From an optimization exercise on the open Yosys and OpenROAD flow, aimed at small area, a short achievable clock period and few clock cycles; shortcuts taken in it are not production practice.

Setup of run a:
## conv_rescaler
module conv_rescaler #(
    parameter int NB_PIXEL = 19,
    parameter int NB_COUNT = 32,
    parameter int NB_OUT   = 8,
    parameter int NB_FRAC  = 16
) (
    input  logic                clock,
    input  logic                reset,
    input  logic                i_extremesValid,
    input  logic [NB_PIXEL-1:0] i_maxValue,
    input  logic [NB_PIXEL-1:0] i_minValue,
    input  logic [NB_COUNT-1:0] i_imageSize,
    input  logic                i_valid,
    input  logic [NB_PIXEL-1:0] i_convValue,
    output logic                o_ready,
    output logic [NB_OUT-1:0]   o_pixel,
    output logic                o_valid,
    output logic                o_endSignal
);
Size: ~1700 cells after synthesis, about 190 flip-flops, ~0.016 mm^2 of cells after synthesis.
==> module conv_rescaler, before the edit <==
module conv_rescaler #(
    parameter int NB_PIXEL = 19,
    parameter int NB_COUNT = 32,
    parameter int NB_OUT   = 8,
    parameter int NB_FRAC  = 16
) (
    input  logic                clock,
    input  logic                reset,
    input  logic                i_extremesValid,
    input  logic [NB_PIXEL-1:0] i_maxValue,
    input  logic [NB_PIXEL-1:0] i_minValue,
    input  logic [NB_COUNT-1:0] i_imageSize,
    input  logic                i_valid,
    input  logic [NB_PIXEL-1:0] i_convValue,
    output logic                o_ready,
    output logic [NB_OUT-1:0]   o_pixel,
    output logic                o_valid,
    output logic                o_endSignal
);
    localparam int NB_R     = NB_PIXEL;
    localparam int NB_SCALE = NB_OUT + NB_FRAC;           
    localparam int ND       = (NB_R + 2) / 2;             
    localparam int LC       = 10;                         
    localparam logic [NB_SCALE-1:0] DIVIDEND = {{NB_OUT{1'b1}}, {NB_FRAC{1'b0}}};
    logic                 init_q, prep_q, div_q, run_q;
    logic                 v0_q, l0_q, v1_q, l1_q, v2_q, l2_q, v3_q, e3_q;
    logic [NB_PIXEL-1:0]  c_q;        
    logic [NB_PIXEL-1:0]  min_q;
    logic [NB_R-1:0]      range_q;
    logic [NB_COUNT-1:0]  count_q;    
    logic [NB_SCALE-1:0]  scale_q;
    logic [3*ND-2:0]      bd_q;       
    logic [NB_SCALE-1:LC] psa_q, psb_q;
    logic                 pc_q;
    logic [NB_OUT-1:0]    pixel_q;
    logic idle, accept, last_acc, lone_end, start;
    logic [NB_PIXEL:0]    delta;      
    logic                 d_neg, d_big, span_ok;   
    logic [NB_R-1:0]      d_clamp;
    logic [NB_R+1:0]      dx;         
    logic [ND-1:0]        b_one, b_two, b_neg;
    logic [NB_R:0]        rem_shift, rem_sub;
    logic [NB_R-1:0]      rem_q, rem_next;
    logic                 q_bit;
    logic [NB_R-1:0]      lead;       
    logic [NB_R-1:0]      rem_init;
    logic [NB_SCALE-1:0]  ra, rb;
    logic [LC-1:0]        lo_sum;
    logic                 lo_c;
    logic [NB_SCALE-LC-1:0] hi_sum;
    logic                 sub_c;
    logic [NB_COUNT-1:0]  count_dec;
    logic [NB_PIXEL+1:0]  be_c, be_m, be_r, bcs_s, bcs_c, bsum;
    assign idle     = !(init_q || prep_q || div_q || run_q);
    assign accept   = i_valid && run_q;
    assign last_acc = accept && (count_q == NB_COUNT'(1));
    assign start    = idle && i_extremesValid;
    assign lone_end = start && (i_imageSize == '0);
    cr_add #(NB_PIXEL + 1) u_delta (
        .a({c_q[NB_PIXEL-1], c_q}), .b(~{min_q[NB_PIXEL-1], min_q}), .ci(1'b1),
        .s(delta), .co());
    assign d_neg   = delta[NB_PIXEL];
    assign span_ok = (range_q != '0);
    assign be_c  = {{2{c_q[NB_PIXEL-1]}}, c_q};
    assign be_m  = ~{{2{min_q[NB_PIXEL-1]}}, min_q};
    assign be_r  = ~{2'b00, range_q};
    assign bcs_s = be_c ^ be_m ^ be_r;
    assign bcs_c = (be_c & be_m) | (be_c & be_r) | (be_m & be_r);
    cr_add #(NB_PIXEL + 2) u_big (.a(bcs_s), .b({bcs_c[NB_PIXEL:0], 1'b0}), .ci(1'b1), .s(bsum), .co());
    assign d_big = !bsum[NB_PIXEL+1];
    always_comb begin
        d_clamp = delta[NB_R-1:0];
        if (d_neg)
            d_clamp = '0;
        else if (d_big)
            d_clamp = range_q;
    end
    assign dx = {1'b0, d_clamp, 1'b0};
    always_comb begin
        for (int r = 0; r < ND; r++) begin
            b_one[r] = dx[2*r+1] ^ dx[2*r];
            b_two[r] = (dx[2*r+2] && !dx[2*r+1] && !dx[2*r]) || (!dx[2*r+2] && dx[2*r+1] && dx[2*r]);
            b_neg[r] = dx[2*r+2];
        end
    end
    always_comb begin
        for (int i = 0; i < NB_R; i++) begin
            lead[i] = range_q[i];
            for (int j = i + 1; j < NB_R; j++)
                if (range_q[j]) lead[i] = 1'b0;
        end
        for (int i = 0; i < NB_R; i++) begin
            rem_init[i] = 1'b0;
            for (int j = i + 1; j <= i + NB_OUT && j < NB_R; j++)
                rem_init[i] = rem_init[i] | lead[j];
        end
    end
    assign rem_q     = bd_q[NB_R-1:0];
    assign rem_shift = {rem_q, (scale_q[NB_SCALE-1:NB_OUT] == '0)};
    cr_add #(NB_R + 1) u_div (.a(rem_shift), .b(~{1'b0, range_q}), .ci(1'b1), .s(rem_sub), .co(sub_c));
    assign q_bit     = sub_c;
    assign rem_next  = q_bit ? rem_sub[NB_R-1:0] : rem_shift[NB_R-1:0];
    cr_add #(NB_COUNT) u_cnt (.a(count_q), .b('1), .ci(1'b0), .s(count_dec), .co());
    cr_mul u_mul (.a(scale_q), .one(bd_q[ND-1:0]), .two(bd_q[2*ND-1:ND]),
                  .neg({1'b0, bd_q[3*ND-2:2*ND]}), .ra(ra), .rb(rb));
    cr_add #(LC) u_lo (.a(ra[LC-1:0]), .b(rb[LC-1:0]), .ci(1'b0), .s(lo_sum), .co(lo_c));
    cr_add #(NB_SCALE - LC) u_hi (.a(psa_q), .b(psb_q), .ci(pc_q), .s(hi_sum), .co());
    always_ff @(posedge clock or negedge reset) begin
        if (!reset) begin
            init_q <= 1'b0;
            prep_q <= 1'b0;
            div_q  <= 1'b0;
            run_q  <= 1'b0;
            v0_q   <= 1'b0;
            l0_q   <= 1'b0;
            v1_q   <= 1'b0;
            l1_q   <= 1'b0;
            v2_q   <= 1'b0;
            l2_q   <= 1'b0;
            v3_q   <= 1'b0;
            e3_q   <= 1'b0;
        end else begin
            init_q <= start && !lone_end;
            prep_q <= init_q;
            div_q  <= (prep_q && span_ok) || (div_q && !scale_q[NB_SCALE-1]);
            run_q  <= (prep_q && !span_ok) || (div_q && scale_q[NB_SCALE-1]) || (run_q && !last_acc);
            v0_q   <= accept;
            l0_q   <= last_acc;
            v1_q   <= v0_q;
            l1_q   <= l0_q;
            v2_q   <= v1_q;
            l2_q   <= v1_q && l1_q;
            v3_q   <= v2_q;
            e3_q   <= l2_q || lone_end;
        end
    end
    always_ff @(posedge clock) begin
        c_q <= idle ? i_maxValue : i_convValue;
        if (idle) begin
            min_q   <= i_minValue;
            count_q <= i_imageSize;
        end else if (accept) begin
            count_q <= count_dec;
        end
        if (init_q)
            range_q <= d_neg ? '0 : delta[NB_R-1:0];    
        if (prep_q)
            scale_q <= NB_SCALE'(lead);            
        else if (div_q)
            scale_q <= {scale_q[NB_SCALE-2:0], q_bit};
        bd_q <= {b_neg[ND-2:0], b_two, b_one};
        if (prep_q)
            bd_q[NB_R-1:0] <= rem_init;
        else if (div_q)
            bd_q[NB_R-1:0] <= rem_next;
        psa_q   <= ra[NB_SCALE-1:LC];
        psb_q   <= rb[NB_SCALE-1:LC];
        pc_q    <= lo_c;
        pixel_q <= hi_sum[NB_SCALE-LC-1:NB_FRAC-LC];
    end
    assign o_ready     = run_q;
    assign o_pixel     = pixel_q;
    assign o_valid     = v3_q;
    assign o_endSignal = e3_q;
endmodule
Settings: LEC_CHECK=0, ABC_CLOCK_PERIOD_IN_PS=4000, CAP_MARGIN=20, CORE_MARGIN=2, CORE_UTILIZATION=40, SETUP_SLACK_MARGIN=5, SLEW_MARGIN=20; clock period 9.0 ns.
standard.sh (not shown) runs the stock make flow with config.mk's settings and CLKGATE_MAP_FILE= SYNTH_SCRIPT=/design/flow/synth_recipe.tcl, a recipe that flattens the netlist after the stock synthesis.
==> flow/flow/run.sh <==
#!/bin/bash
# Standard layout, with the port buffers made from the smallest plain buffer and a clock tree
# of smaller buffers without dummy loads.
set -euo pipefail
export BUFFER_PORTS_ARGS="-buffer_cell sky130_fd_sc_hd__buf_1"
export CTS_ARGS="-sink_clustering_enable -repair_clock_nets -dont_use_dummy_load -buf_list {sky130_fd_sc_hd__clkbuf_4 sky130_fd_sc_hd__clkbuf_8}"
bash standard.sh > standard_flow.log 2>&1
[inputs] run b vs run a
--- a/flow/design.v
+++ b/flow/design.v
@@ -33,11 +33,11 @@
     logic [NB_SCALE-1:LC] psa_q, psb_q;
     logic                 pc_q;
     logic [NB_OUT-1:0]    pixel_q;
     logic idle, accept, last_acc, lone_end, start;
     logic [NB_PIXEL:0]    delta;      
-    logic                 d_neg, d_big, span_ok;   
+    logic                 d_neg, d_big, span_ok;
     logic [NB_R-1:0]      d_clamp;
     logic [NB_R+1:0]      dx;         
     logic [ND-1:0]        b_one, b_two, b_neg;
     logic [NB_R:0]        rem_shift, rem_sub;
     logic [NB_R-1:0]      rem_q, rem_next;
@@ -58,11 +58,11 @@
     assign lone_end = start && (i_imageSize == '0);
     cr_add #(NB_PIXEL + 1) u_delta (
         .a({c_q[NB_PIXEL-1], c_q}), .b(~{min_q[NB_PIXEL-1], min_q}), .ci(1'b1),
         .s(delta), .co());
     assign d_neg   = delta[NB_PIXEL];
-    assign span_ok = (range_q != '0);
+    assign span_ok = !d_neg && (delta[NB_PIXEL-1:0] != '0);
     assign be_c  = {{2{c_q[NB_PIXEL-1]}}, c_q};
     assign be_m  = ~{{2{min_q[NB_PIXEL-1]}}, min_q};
     assign be_r  = ~{2'b00, range_q};
     assign bcs_s = be_c ^ be_m ^ be_r;
     assign bcs_c = (be_c & be_m) | (be_c & be_r) | (be_m & be_r);
@@ -119,13 +119,13 @@
             l2_q   <= 1'b0;
             v3_q   <= 1'b0;
             e3_q   <= 1'b0;
         end else begin
             init_q <= start && !lone_end;
-            prep_q <= init_q;
-            div_q  <= (prep_q && span_ok) || (div_q && !scale_q[NB_SCALE-1]);
-            run_q  <= (prep_q && !span_ok) || (div_q && scale_q[NB_SCALE-1]) || (run_q && !last_acc);
+            prep_q <= init_q && span_ok;
+            div_q  <= prep_q || (div_q && !scale_q[NB_SCALE-1]);
+            run_q  <= (init_q && !span_ok) || (div_q && scale_q[NB_SCALE-1]) || (run_q && !last_acc);
             v0_q   <= accept;
             l0_q   <= last_acc;
             v1_q   <= v0_q;
             l1_q   <= l0_q;
             v2_q   <= v1_q;
@@ -141,13 +141,15 @@
             count_q <= i_imageSize;
         end else if (accept) begin
             count_q <= count_dec;
         end
         if (init_q)
-            range_q <= d_neg ? '0 : delta[NB_R-1:0];    
-        if (prep_q)
-            scale_q <= NB_SCALE'(lead);            
+            range_q <= delta[NB_R-1:0];
+        if (init_q)
+            scale_q <= '0;
+        else if (prep_q)
+            scale_q <= NB_SCALE'(lead);
         else if (div_q)
             scale_q <= {scale_q[NB_SCALE-2:0], q_bit};
         bd_q <= {b_neg[ND-2:0], b_two, b_one};
         if (prep_q)
             bd_q[NB_R-1:0] <= rem_init;
==> comparison <==
The number of setup buffers added after CTS of run b is higher than that of run a.
Summary of run b over run a: HPWL reported at the end of detailed placement grew by about 13%; area growth from synthesis to layout grew by 0.48 points; share of cell area taken by flip-flops and latches shrank by 1.7 points; routed wire length grew by about 11%.
When the final numbers for run a and run b were put side by side, the global-route usage turned out to be greater in run b.
Compared to run a, run b has first-pass GRT wire length 8.9% higher.
On run b: post-layout worst setup margin is 0.040 ns lower than what run a gave.
Compared with run a, run b instantiates a larger number of standard cells.
Run b vs. run a: proportion of cell area occupied by multi-input gates went up 1.6 points.
No run of this note included a check of the RTL's function; only the layout flow was run.

separate check: timing with driven ports:
The results above use ideal ports. As a check the final layouts listed here were re-extracted and re-timed, cells and wires unchanged.
Step 1 sets driving cells, clkbuf_16 on the clock port and buf_2 on the other inputs (assumed; they add their load-dependent delay and slew).
Step 2 adds t to the input delays and takes it off the output delays; t is the mean of the earliest and latest rising clock arrival at the registers after step 1. Input paths then give back, and output paths get back, about the clock's delay inside the block.
Slacks: ideal / step 1 / step 2; pairs: ideal / step 1.
run | t, ns | setup slack, ns | worst setup path after step 2 | worst register clock-pin slew, ns | worst data-port slew with drivers (ns)
run a | 0.556 | 5.106 / 5.106 / 5.106 | register to register | 0.12 / 0.12 | 0.03
run b | 0.552 | 5.066 / 5.066 / 5.066 | register to register | 0.11 / 0.11 | 0.04
After both steps setup and hold are still met in every run listed.
